Context: an optimization exercise on an open-source flow, tuned for small area and a short achievable clock period. The choices shown serve that exercise and are no tape-out recipe.
In this exercise RTL edits were held to simulation tests only and were not proved equivalent to the original.
No activity file was given, so power comes from the tool's default toggle rates.

--- flow/design.v ---
module ram_2port_bist #(
    parameter int DATA_W = 8,
    parameter int ADDR_W = 8,
    parameter int RD_LAT = 1
) (
    input  logic              clk,
    input  logic              rst_n,
    input  logic              start,
    input  logic [1:0]        mode,
    input  logic              err_inj,
    output logic              busy,
    output logic              done,
    output logic              pass,
    output logic [ADDR_W:0]   err_cnt,
    output logic [ADDR_W-1:0] first_err_addr,
    input  logic              wr_en,
    input  logic [ADDR_W-1:0] wr_addr,
    input  logic [DATA_W-1:0] wr_data,
    input  logic [ADDR_W-1:0] rd_addr,
    output logic [DATA_W-1:0] rd_data
);
    localparam int DEPTH = 2 ** ADDR_W;
    typedef enum logic [2:0] {
        S_IDLE,
        S_WRITE,
        S_READ,
        S_FLUSH,
        S_DONE
    } state_t;
    state_t              state;
    state_t              state_nxt;
    logic [ADDR_W-1:0]   addr;
    logic [1:0]          mode_q;
    logic                accept;
    logic                wren;
    logic                rden;
    logic                addr_last;
    logic                flush_end;
    logic [DATA_W-1:0]   wdata;
    logic [DATA_W-1:0]   exp_now;
    logic [ADDR_W-1:0]   rdaddress;
    logic [DATA_W-1:0]   mem [DEPTH];
    logic [DATA_W-1:0]   q;
    logic                vld_d;
    logic [DATA_W-1:0]   exp_d;
    logic [ADDR_W-1:0]   addr_d;
    logic                mismatch;
    function automatic logic [DATA_W-1:0] pattern(input logic [1:0] m,
                                                  input logic [ADDR_W-1:0] a);
        case (m)
            2'd0:    pattern = a;
            2'd1:    pattern = ~a;
            2'd2:    pattern = a[0] ? 8'haa : 8'h55;
            default: pattern = a[0] ? 8'h00 : 8'hff;
        endcase
    endfunction
    assign addr_last = (addr == {ADDR_W{1'b1}});
    assign flush_end = (state == S_FLUSH);
    always_comb begin
        state_nxt = state;
        accept    = 1'b0;
        wren      = 1'b0;
        rden      = 1'b0;
        case (state)
            S_IDLE, S_DONE: begin
                if (start) begin
                    accept    = 1'b1;
                    state_nxt = S_WRITE;
                end
            end
            S_WRITE: begin
                wren = 1'b1;
                if (addr_last) begin
                    state_nxt = S_READ;
                end
            end
            S_READ: begin
                rden = 1'b1;
                if (addr_last) begin
                    state_nxt = S_FLUSH;
                end
            end
            S_FLUSH: begin
                state_nxt = S_DONE;
            end
            default: state_nxt = S_IDLE;
        endcase
    end
    assign busy = (state == S_WRITE) || (state == S_READ) || (state == S_FLUSH);
    always_ff @(posedge clk or negedge rst_n) begin
        if (!rst_n) begin
            state  <= S_IDLE;
            addr   <= '0;
            mode_q <= '0;
        end else begin
            state <= state_nxt;
            if (accept) begin
                addr   <= '0;
                mode_q <= mode;
            end else if (wren || rden) begin
                addr <= addr + 1'b1;
            end
        end
    end
    assign exp_now   = pattern(mode_q, addr);
    assign rdaddress = busy ? addr : rd_addr;
    logic inj_q;
    always_ff @(posedge clk or negedge rst_n) begin
        if (!rst_n) begin
            inj_q <= 1'b0;
        end else if (accept) begin
            inj_q <= err_inj;
        end
    end
    assign wdata = exp_now ^ DATA_W'(inj_q && (addr == '0));
    logic              mem_we;
    logic [ADDR_W-1:0] mem_waddr;
    logic [DATA_W-1:0] mem_wdata;
    assign mem_we    = wr_en || wren;
    assign mem_waddr = wr_en ? wr_addr : addr;
    assign mem_wdata = wr_en ? wr_data : wdata;
    always_ff @(posedge clk) begin
        if (mem_we) begin
            mem[mem_waddr] <= mem_wdata;
        end
    end
    logic [15:0]       rhi, rlo;
    logic [DATA_W-1:0] rgrp [16];
    logic [DATA_W-1:0] rword;
    always_comb begin
        for (int i = 0; i < 16; i++) begin
            rhi[i] = (rdaddress[7:4] == 4'(i));
            rlo[i] = (rdaddress[3:0] == 4'(i));
        end
        rword = '0;
        for (int h = 0; h < 16; h++) begin
            rgrp[h] = '0;
            for (int l = 0; l < 16; l++) begin
                rgrp[h] = rgrp[h] | ({DATA_W{rlo[l]}} & mem[h*16+l]);
            end
            rword = rword | ({DATA_W{rhi[h]}} & rgrp[h]);
        end
    end
    always_ff @(posedge clk) begin
        if (mem_we && (mem_waddr == rdaddress)) begin
            q <= mem_wdata;
        end else begin
            q <= rword;
        end
    end
    always_ff @(posedge clk or negedge rst_n) begin
        if (!rst_n) begin
            vld_d  <= 1'b0;
            exp_d  <= '0;
            addr_d <= '0;
        end else begin
            vld_d  <= rden;
            exp_d  <= exp_now;
            addr_d <= addr;
        end
    end
    assign rd_data  = q;
    assign mismatch = vld_d && (q != exp_d);
    always_ff @(posedge clk or negedge rst_n) begin
        if (!rst_n) begin
            err_cnt        <= '0;
            first_err_addr <= '0;
            done           <= 1'b0;
            pass           <= 1'b0;
        end else begin
            if (accept) begin
                err_cnt        <= '0;
                first_err_addr <= '0;
            end else if (mismatch) begin
                err_cnt <= err_cnt + 1'b1;
                if (err_cnt == '0) begin
                    first_err_addr <= addr_d;
                end
            end
            done <= flush_end;
            if (flush_end) begin
                pass <= (err_cnt == '0) && !mismatch;
            end
        end
    end
endmodule
--- flow/run.sh ---
#!/bin/bash
# synth_recipe.tcl (not shown) runs the flow's synth.tcl, then flattens the netlist and writes it again
# the make line also repeats each setting of config.mk as NAME=value (left out here)
make -C /OpenROAD-flow-scripts/flow DESIGN_CONFIG=/design/flow/config.mk WORK_HOME=/design/flow/orfs CLKGATE_MAP_FILE= SYNTH_SCRIPT=/design/flow/synth_recipe.tcl finish
--- flow/config.mk ---
export PLATFORM = sky130hd
export DESIGN_NAME = ram_2port_bist
export DESIGN_NICKNAME = ram_2port_bist
export VERILOG_FILES = /design/flow/design.v
export SDC_FILE = /design/flow/constraint.sdc
export NUM_CORES = 4
export LEC_CHECK = 0
export CAP_MARGIN = 20
export CORE_MARGIN = 2
export CORE_UTILIZATION = 40
export SETUP_SLACK_MARGIN = 2.5
export SLEW_MARGIN = 20
--- flow/constraint.sdc ---
create_clock -name core_clock -period 6.5 [get_ports {clk}]
set_input_delay 1.3000 -clock core_clock [delete_from_list [all_inputs] [get_ports {clk}]]
set_output_delay 1.3000 -clock core_clock [all_outputs]
set_load 0.01 [all_outputs]
==> summary.md, run 1 <==
| Metric | Value |
|---|---|
| Via density | around 6.5 |
| Cell variety after synth | 53 |
| Sequential Area | 62920 µm² |
| Total Wirelength | between 200 and 300 mm |
| CTS root buffer | clkbuf_16 |
| Global route overflow | 0 |
| FILL cells | ~16000 |
| Area post-placement | between 80000 and 90000 µm² |
| Cell Rows | 162 |
| Max incr delay on CP | approximately 900 ps |
| TritonCTS clock tree | yes |
| Top Usage Layer GRT | met2 |
| Share of the yosys chip area belonging to registers | between 80% and 90% |
| Clock transition at path regs | around 60 ps |
| Slew @ Worst Pin | about 1200 ps |
| Gate power share | between 20% and 30% |
| Placed cells | about 6900 |
| Area grow syn2layout | 16.25% |
| GR Util met3 | 6.014% |
| Status | no timing/DRC/antenna violations |
| Max-cap violations | 0 |
| Crit share post-route | 64.29% |
| Final Cell Area | 91400 µm² |
| Sink Count | about 2100 |
| GP Congestion | ~0.91 |
| Buffers & Inverters on Critical Path | 1 |
| Combinational family with the most area after synthesis | compound AO/OA/AOI/OAI gates |
| Met2 usage | a little under two fifths |
| Synthesized area | 78620 µm² |
| Die outline area | 200100 µm² |
| RSZ-0062 raised after global routing | yes |
| DR WL/cell | 36.11 µm |
| Worst-Skew Late Latency | 870 ps |
| Mux cell area share after synthesis | less than 1% |
| Starting density of the core | 40.28% |
| Post-synthesis instance total | 4287 |
| Arrival time at the worst endpoint | around 5000 ps |
| Endpoints failing setup | 0 |
| Synth cell count leaders | edfxtp_1, a22o_1, a221oi_1, nor2_1, buf_2 |
| Max Fclk | approximately 0.24 GHz |
| Synth Area in Simple Gates | roughly 4.2% |
| Total number of vias | 47700 |
| Pleak | approximately 0.028 µW |
| CP top delay family | simple AND/OR/NAND/NOR gates |
| Largest net degree at the start of global routing | approximately 150 |
| Leading area contributor after synthesis | edfxtp_1 |
| Most used DFF post-synth | edfxtp_1 |
| # H-tree levels | 4 |
| Post-synth top area share | around 80% |
| Die Width | roughly 450 µm |
| CP endpoint kind | flop |
| Peak VDD IR | between 400 and 500 µV |
| Critical path type | reg2reg |
| Internal Power | around 26000 µW |
| I/O pin cnt | between 50 and 60 |
| Switching pwr | around 13000 µW |
| TritonRoute pass-1 iters | 14 |
| First-pass GRT wire length | roughly 350 mm |
| Compound-Gate Fraction of Synth Area | 12.70% |
| Num CTS Buffers | roughly 200 |
| Sequential Power Share | between 40% and 50% |
| Initial antenna violation count | 19 |
| CTS Hold Bufs | 0 |
| Critical-path cell list | nor4bb_4 > mux2_8 > buf_4 > a22o_1 > a221oi_1 > and4_1 > o22ai_1 > nor4_1 > a31oi_1 |
| Crit-path slowest cell | nor4bb_4 |
| Hold violation count in the final report | 0 |
| Post-route non-filler standard cell count | 7380 |
| Cell Pwr Density | around 430 nW/µm² |
| Die Ht | about 450 µm |
| Placeable Area | 195200 µm² |
| Syn_nets | ~4300 |
| Crit Path Max Fanout | 25 |
| Critical path startpoint category | flop |
| Hold Slack | around 480 ps |
| Yosys reg bits | 2106 |
| EDFF count, synth | a little over 2000 |
| Post-Synth XOR/XNOR Area | less than 1% |
| Max Clock Skew | about 42 ps |
| Final net count | approximately 4600 |
| Detailed-placement wirelength estimate | around 140 mm |
| Relative slew slack | a little over a fifth |
| Clock Power Share | 28.9% |
| Number of port buffers | 58 |
| Min Clock Period, post-route | 4179 ps |
| Post-DRT Antenna Nets | 0 |
| Clock Tree Buf Depth | 3 |
| Synth area leaders | edfxtp_1, a22o_1, a221oi_1, dfrtp_1, nor2_1 |
| Global routing usage on met1 | 34.91% |
| Required @ worst endpoint | roughly 7300 ps |
| GRT Resource Usage Total | between 20 and 25% |
| HP Class | reg2reg |
| Synth warnings | 2 |
| Most numerous cell in the Yosys netlist | edfxtp_1 |
| Mean cell area of the mapped netlist | between 15 and 20 µm² |
| Share of layout cells above drive strength 1 | ~16% |
| Sw Ratio | 33.30% |
| Setup TNS | 0 ps |
| Async S/R FF share, synth | 2.374% |
| Pins Over Slew Limit | 0 |
| 1st-iter DRT viols | about 8000 |
| Post-route DRC | 0 |
| Vias in the first global route | about 44000 |
| Area taken by multi-input logic gates | around 15000 µm² |
| Adder-Cell Fraction of Synth Area | less than 1% |
| Utilization after layout | roughly 47% |
-- routing by layer --
| layer | wire length [µm] | part of all wire, % |
|---|---|---|
| met5 | 80 | 0.030 |
| met1 | 100600 | 38 |
| met4 | 10950 | 4.1 |
| met2 | 118100 | 44 |
| met3 | 36820 | 14 |
-- final cells by class --
cell class / instances / share of cell area (%)
Multi-Input combinational cell: 1886 / 16.86
Timing Repair Buffer: 373 / 3.699
Tap cell: 2624 / 3.592
Inverter: 15 / 0.06571
Clock buffer: 268 / 5.895
Clock inverter: 103 / 1.032
Sequential cell: 2106 / 68.84
Antenna cell: 5 / 0.01369
-- through the flow --
step | total power [µW] | worst slack, ps
floorplan | 22620 | 1874
global placement | 27140 | 721.2
detailed placement | 27260 | 712.3
CTS | 38610 | 2302
global route | 40180 | 2283
finish | 39460 | 2321
-- flip-flops by register name, summed over array words and instances, names as in the netlist --
register,cells
vld_d,1
mem,2048
done,1
inj_q,1
state,3
err_cnt,9
pass,1
exp_d,8
q,8
mode_q,2
addr,8
first_err_addr,8
addr_d,8
-- power by group through the flow --
stage	registers, µW	clock network, µW	logic [µW]
2_1_floorplan	17800	0	4850
3_3_place_gp	17700	0	9410
3_5_place_dp	17700	0	9530
4_1_cts	17500	11400	9730
5_1_grt	17500	11900	10700
6_report	17500	11400	10500
-- worst reg2reg max path: cells and delay by family (launching register included) --
| kind | cells | cell delay, ps |
|---|---|---|
| simple gates | 3 | 1350 |
| compound gates | 4 | 1010 |
| flops | 1 | 810 |
| mux | 1 | 610 |
| buf+inv | 1 | 350 |
-- kinds of logic (layout without fill, tap and decap cells) --
family | Yosys count | in the layout
other cells | 0 | 5
compound gates | 1179 | 1180
mux | 37 | 56
flops | 2106 | 2106
xor+xnor | 37 | 37
fa+ha+maj | 4 | 4
buf+inv | 315 | 759
simple gates | 609 | 609
-- timing repair --
action                     4_1_cts  5_1_grt
pin swaps                        4       14
buffers inserted                10       25
cloned                           6       15
resized for setup               63      112
setup endpoints to repair      255      472
-- worst paths after layout --
check	start	end	slack, ps	cells after the start
hold / removal	pass	pass	480	2
setup reg to reg	addr[3]	q[1]	2320	9
hold reg to reg	pass	pass	480	2
setup / recovery	addr[3]	q[1]	2320	9
min in group asynchronous	rst_n	addr[1]	560	2
max in group asynchronous	rst_n	addr[0]	5440	2
-- layout by cell type (no fill, tap or decap), types with 10 or more instances in the layout --
master	count
a21oi_1	12
a221oi_1	493
a221oi_2	10
a22o_1	507
a22oi_1	20
a31oi_1	14
and4_1	115
buf_12	31
buf_4	278
bufinv_16	11
clkbuf_1	62
clkbuf_16	207
clkdlybuf4s50_1	53
clkinv_1	48
clkinv_2	26
dfrtp_1	43
edfxtp_1	2048
inv_1	14
mux2_4	15
mux2_8	23
nand2_1	68
nand3_1	21
nor2_1	231
nor2_2	61
nor4_1	17
nor4bb_4	12
o21ai_0	22
o22ai_1	65
xor2_1	28
==> run 2, diff against run 1 <==
--- a/flow/config.mk
+++ b/flow/config.mk
@@ -9,4 +9,4 @@
 export CORE_MARGIN = 2
 export CORE_UTILIZATION = 40
-export SETUP_SLACK_MARGIN = 2.5
+export SETUP_SLACK_MARGIN = 3.9
 export SLEW_MARGIN = 20
==> summary.md, run 2 <==
| Metric | Value |
|---|---|
| Clock transition at path regs | 60 ps (about the same) |
| Largest regs | mem: 2048 flops, err_cnt: 9 flops |
| Placeable Area | 195200 µm² (unchanged) |
| Largest net degree at the start of global routing | 125 (-18%) |
| Async S/R FF share, synth | 2.374% (unchanged) |
| TritonCTS clock tree | yes |
| Max incr delay on CP | 790 ps (-110 ps) |
| Adder-Cell Fraction of Synth Area | 0.06366% (unchanged) |
| Global route overflow | 0 (unchanged) |
| Switching pwr | 15580 µW (+19%) |
| Number of port buffers | 58 (unchanged) |
| Commonest non-fill, non-tap cell in the layout | edfxtp_1 |
| Cell Pwr Density | 425.6 nW/µm² (-1.4%) |
| Max reg flops | 2048 (unchanged) |
| Worst-Skew Late Latency | 890 ps (+20 ps) |
| GP Congestion | 0.8505 (-6.3%) |
| Setup TNS | 0 ps (unchanged) |
| Vias in the first global route | 48170 (+10%) |
| Most used DFF post-synth | edfxtp_1 |
| Hold violation count in the final report | 0 (unchanged) |
| Internal Power | 28470 µW (+8.2%) |
| Sequential Power Share | 39.5% (-4.9 points) |
| Share of layout cells above drive strength 1 | 34.21% (+18 points) |
| Initial antenna violation count | 21 (+2) |
| Most numerous cell in the Yosys netlist | edfxtp_1 |
| Die Ht | 447.3 µm (unchanged) |
| Sink Count | 2106 (unchanged) |
| Die outline area | 200100 µm² (unchanged) |
| Most frequent cells in the layout | edfxtp_1, a22o_1, buf_4, a221oi_1, buf_12 |
| RSZ-0062 raised after global routing | yes |
| Final net count | 5103 (+10%) |
| GRT Resource Usage Total | 30.45% (+5.9 points) |
| Cell variety after synth | 53 (unchanged) |
| DR WL/cell | 40.30 µm (+12%) |
| Largest Register | mem |
| Crit share post-route | 56.98% (-7.3 points) |
| Max Fclk | 0.2700 GHz (+13%) |
| Pins Over Slew Limit | 16 (+16) |
| Die Width | 447.3 µm (unchanged) |
| Status | finished with violations |
| Syn_nets | 4322 (unchanged) |
| Arrival time at the worst endpoint | 4490 ps (-460 ps) |
| Area grow syn2layout | 31.68% |
| Synthesized area | 78620 µm² (unchanged) |
| Post-route DRC | 0 (unchanged) |
| Sw Ratio | 35.37% (+2.1 points) |
| EDFF count, synth | 2048 (unchanged) |
| Crit Path Max Fanout | 8 (-68%) |
| Critical path type | in2reg |
| Leading area contributor after synthesis | edfxtp_1 |
| Compound-Gate Fraction of Synth Area | 12.70% (unchanged) |
| Post-Synth XOR/XNOR Area | 0.4122% (unchanged) |
| Starting density of the core | 40.28% (unchanged) |
| Slew @ Worst Pin | 1562 ps (+391.9 ps) |
| Max-cap violations | 1 (+1) |
| Required @ worst endpoint | 7290 ps (+20 ps) |
| Endpoints failing setup | 0 (unchanged) |
| Mean cell area of the mapped netlist | 18.34 µm² (unchanged) |
| Total number of vias | 52920 (+11%) |
| Synth warnings | 2 (unchanged) |
| # H-tree levels | 4 (unchanged) |
| Min Clock Period, post-route | 3704 ps (-475.1 ps) |
| Combinational family with the most area after synthesis | compound AO/OA/AOI/OAI gates |
| Cell Rows | 162 (unchanged) |
| Crit-path slowest cell | o31ai_2 |
| Yosys reg bits | 2106 (unchanged) |
| CP endpoint kind | flop |
| Synth area leaders | edfxtp_1, a22o_1, a221oi_1, dfrtp_1, nor2_1 |
| 1st-iter DRT viols | 9231 (+15%) |
| Clock Power Share | 26.3% (-2.6 points) |
| Pleak | 0.03297 µW (+16%) |
| Buffers & Inverters on Critical Path | 1 (unchanged) |
| Post-synth top area share | 78.22% (unchanged) |
| Critical path startpoint category | primary input |
| I/O pin cnt | 59 (unchanged) |
| Post-synthesis instance total | 4287 (unchanged) |
| Share of the yosys chip area belonging to registers | 80.02% (unchanged) |
| Setup WS post-layout | 2796 ps (+475.1 ps) |
| Synth cell count leaders | edfxtp_1, a22o_1, a221oi_1, nor2_1, buf_2 |
| Detailed-placement wirelength estimate | 142.9 mm (+1.5%) |
| Total Wirelength | 317.6 mm (+19%) |
| CP top delay family | compound AO/OA/AOI/OAI gates |
| Worst slack, placed | 714.0 ps (+1.733 ps) |
| Mux cell area share after synthesis | 0.5506% (unchanged) |
| Max Clock Skew | 56.01 ps (+13.61 ps) |
| Via density | 6.715 (+3.9%) |
| Post-DRT Antenna Nets | 0 (unchanged) |
| Gate power share | 34.2% (+7.5 points) |
| Num CTS Buffers | 204 (unchanged) |
| Failed Checks | max-capacitance violations, max-slew violations |
| HP Class | reg2reg |
| CTS root buffer | clkbuf_16 |
| Clock Tree Buf Depth | 3 (unchanged) |
| First-pass GRT wire length | 416.0 mm (+20%) |
| Relative slew slack | -4.153% (-25 points) |
| Synth Area in Simple Gates | 4.168% (unchanged) |
| Critical-path cell list | clkdlybuf4s50_1 > o31ai_2 > nand2_1 > a31oi_1 > nor4_4 > a41oi_2 |
| Peak VDD IR | 294.6 µV (-38%) |
| TritonRoute pass-1 iters | 6 (-8) |
[run 2: worst paths after layout]
path / cells past startpoint / from / slack (ps) / end
hold / removal: 2 / addr_d[4] / 490 / first_err_addr[4]
hold reg to reg: 2 / addr_d[4] / 490 / first_err_addr[4]
setup reg to reg: 9 / state[1] / 2820 / q[0]
max in group asynchronous: 2 / rst_n / 5470 / err_cnt[3]
min in group asynchronous: 2 / rst_n / 520 / addr[2]
setup / recovery: 6 / rd_addr[4] / 2800 / q[0]
[run 2: worst reg2reg max path, cell delays in order (launching register included)]
cell	delay, ps
dfrtp_2	430
o21bai_4	260
buf_4	190
clkinvlp_4	110
buf_4	170
o31ai_2	640
nand2_1	680
a31oi_1	700
nor4_4	170
a41oi_2	230
[run 2: cell families (layout without fill, tap and decap cells)]
group	Yosys count	in the layout
multiplexers	37	102
AO/OA/AOI/OAI	1179	1179
flip-flops	2106	2106
other	0	17
AND/OR/NAND/NOR	609	610
XOR/XNOR	37	37
adder cells (fa/ha/maj)	4	4
buffers and inverters	315	1201
[run 2: cell type report]
class	count	area (µm²)
Sequential cell	2106	62960
Antenna cell	17	42.54
Clock inverter	112	1022
Clock buffer	265	5385
Tap cell	2624	3283
Timing Repair Buffer	809	10510
Multi-Input combinational cell	1932	20240
Fill cell	14820	91670
Inverter	15	83.83
[run 2: per-stage QoR]
step,instance area [µm²],power (µW),hold slack (ps),instances,utilization (%)
floorplan,82360,23000,372.7,4287,-
global placement,85190,27410,465.6,6792,43.64
detailed placement,85190,27500,474.3,6792,43.64
CTS,101300,42200,490.0,7748,51.89
global route,103500,44430,493.4,7867,53.02
finish,103500,44060,485.1,7880,53.04
[run 2: power by group through the flow]
stage | registers [µW] | logic (µW) | clock network [µW]
3_5_place_dp | 17700 | 9780 | 0
3_3_place_gp | 17700 | 9700 | 0
2_1_floorplan | 17600 | 5420 | 0
6_report | 17400 | 15100 | 11600
5_1_grt | 17400 | 14900 | 12100
4_1_cts | 17400 | 13200 | 11600
[run 2: timing repair]
action | CTS | global route
resized for setup | 582 | 133
buffers inserted | 512 | 85
endpoints found under the setup margin | 3681 | 2918
endpoints found under the hold margin | 0 | 0
cloned | 67 | 30
hold buffers | 0 | 0
pin swaps | 290 | 58
[run 2: per-layer routing]
layer / GRT usage (%) / vias to the layer above / wire length (µm)
met3: 10.82 / 1020 / 50070
met2: 43.79 / 4822 / 133500
met5: 0 / - / 92
met4: 15.79 / 16 / 21910
li1: - / 19940 / -
met1: 40.60 / 27120 / 112000

separate check: timing with driven ports:
The results above use ideal ports. As a check the final layouts listed here were re-extracted and re-timed, cells and wires unchanged. Step 1, drivers: a clkbuf_16 drives clk and a buf_2 each remaining input, both assumed. Step 2, shift: input delay + t, output delay - t, t = (earliest + latest rising clock arrival at the registers) / 2. This alone moves slack from input paths to output paths. a / b / c = ideal ports / drivers / drivers and shift; a / b = the first two.
| run | shift t [ns] | slack for setup (ns) | worst register clock-pin slew, ns | cell pins on the clock port's net |
|---|---|---|---|---|
| run 1 | 0.927 | 2.321 / 2.321 / 1.464 | 0.07 / 0.07 | 1 |
| run 2 | 0.949 | 2.796 / 2.819 / 1.904 | 0.07 / 0.07 | 1 |
The setup slack of run 2, which loses most, moves by +0.023 ns with the drivers and by -0.892 ns with both steps.
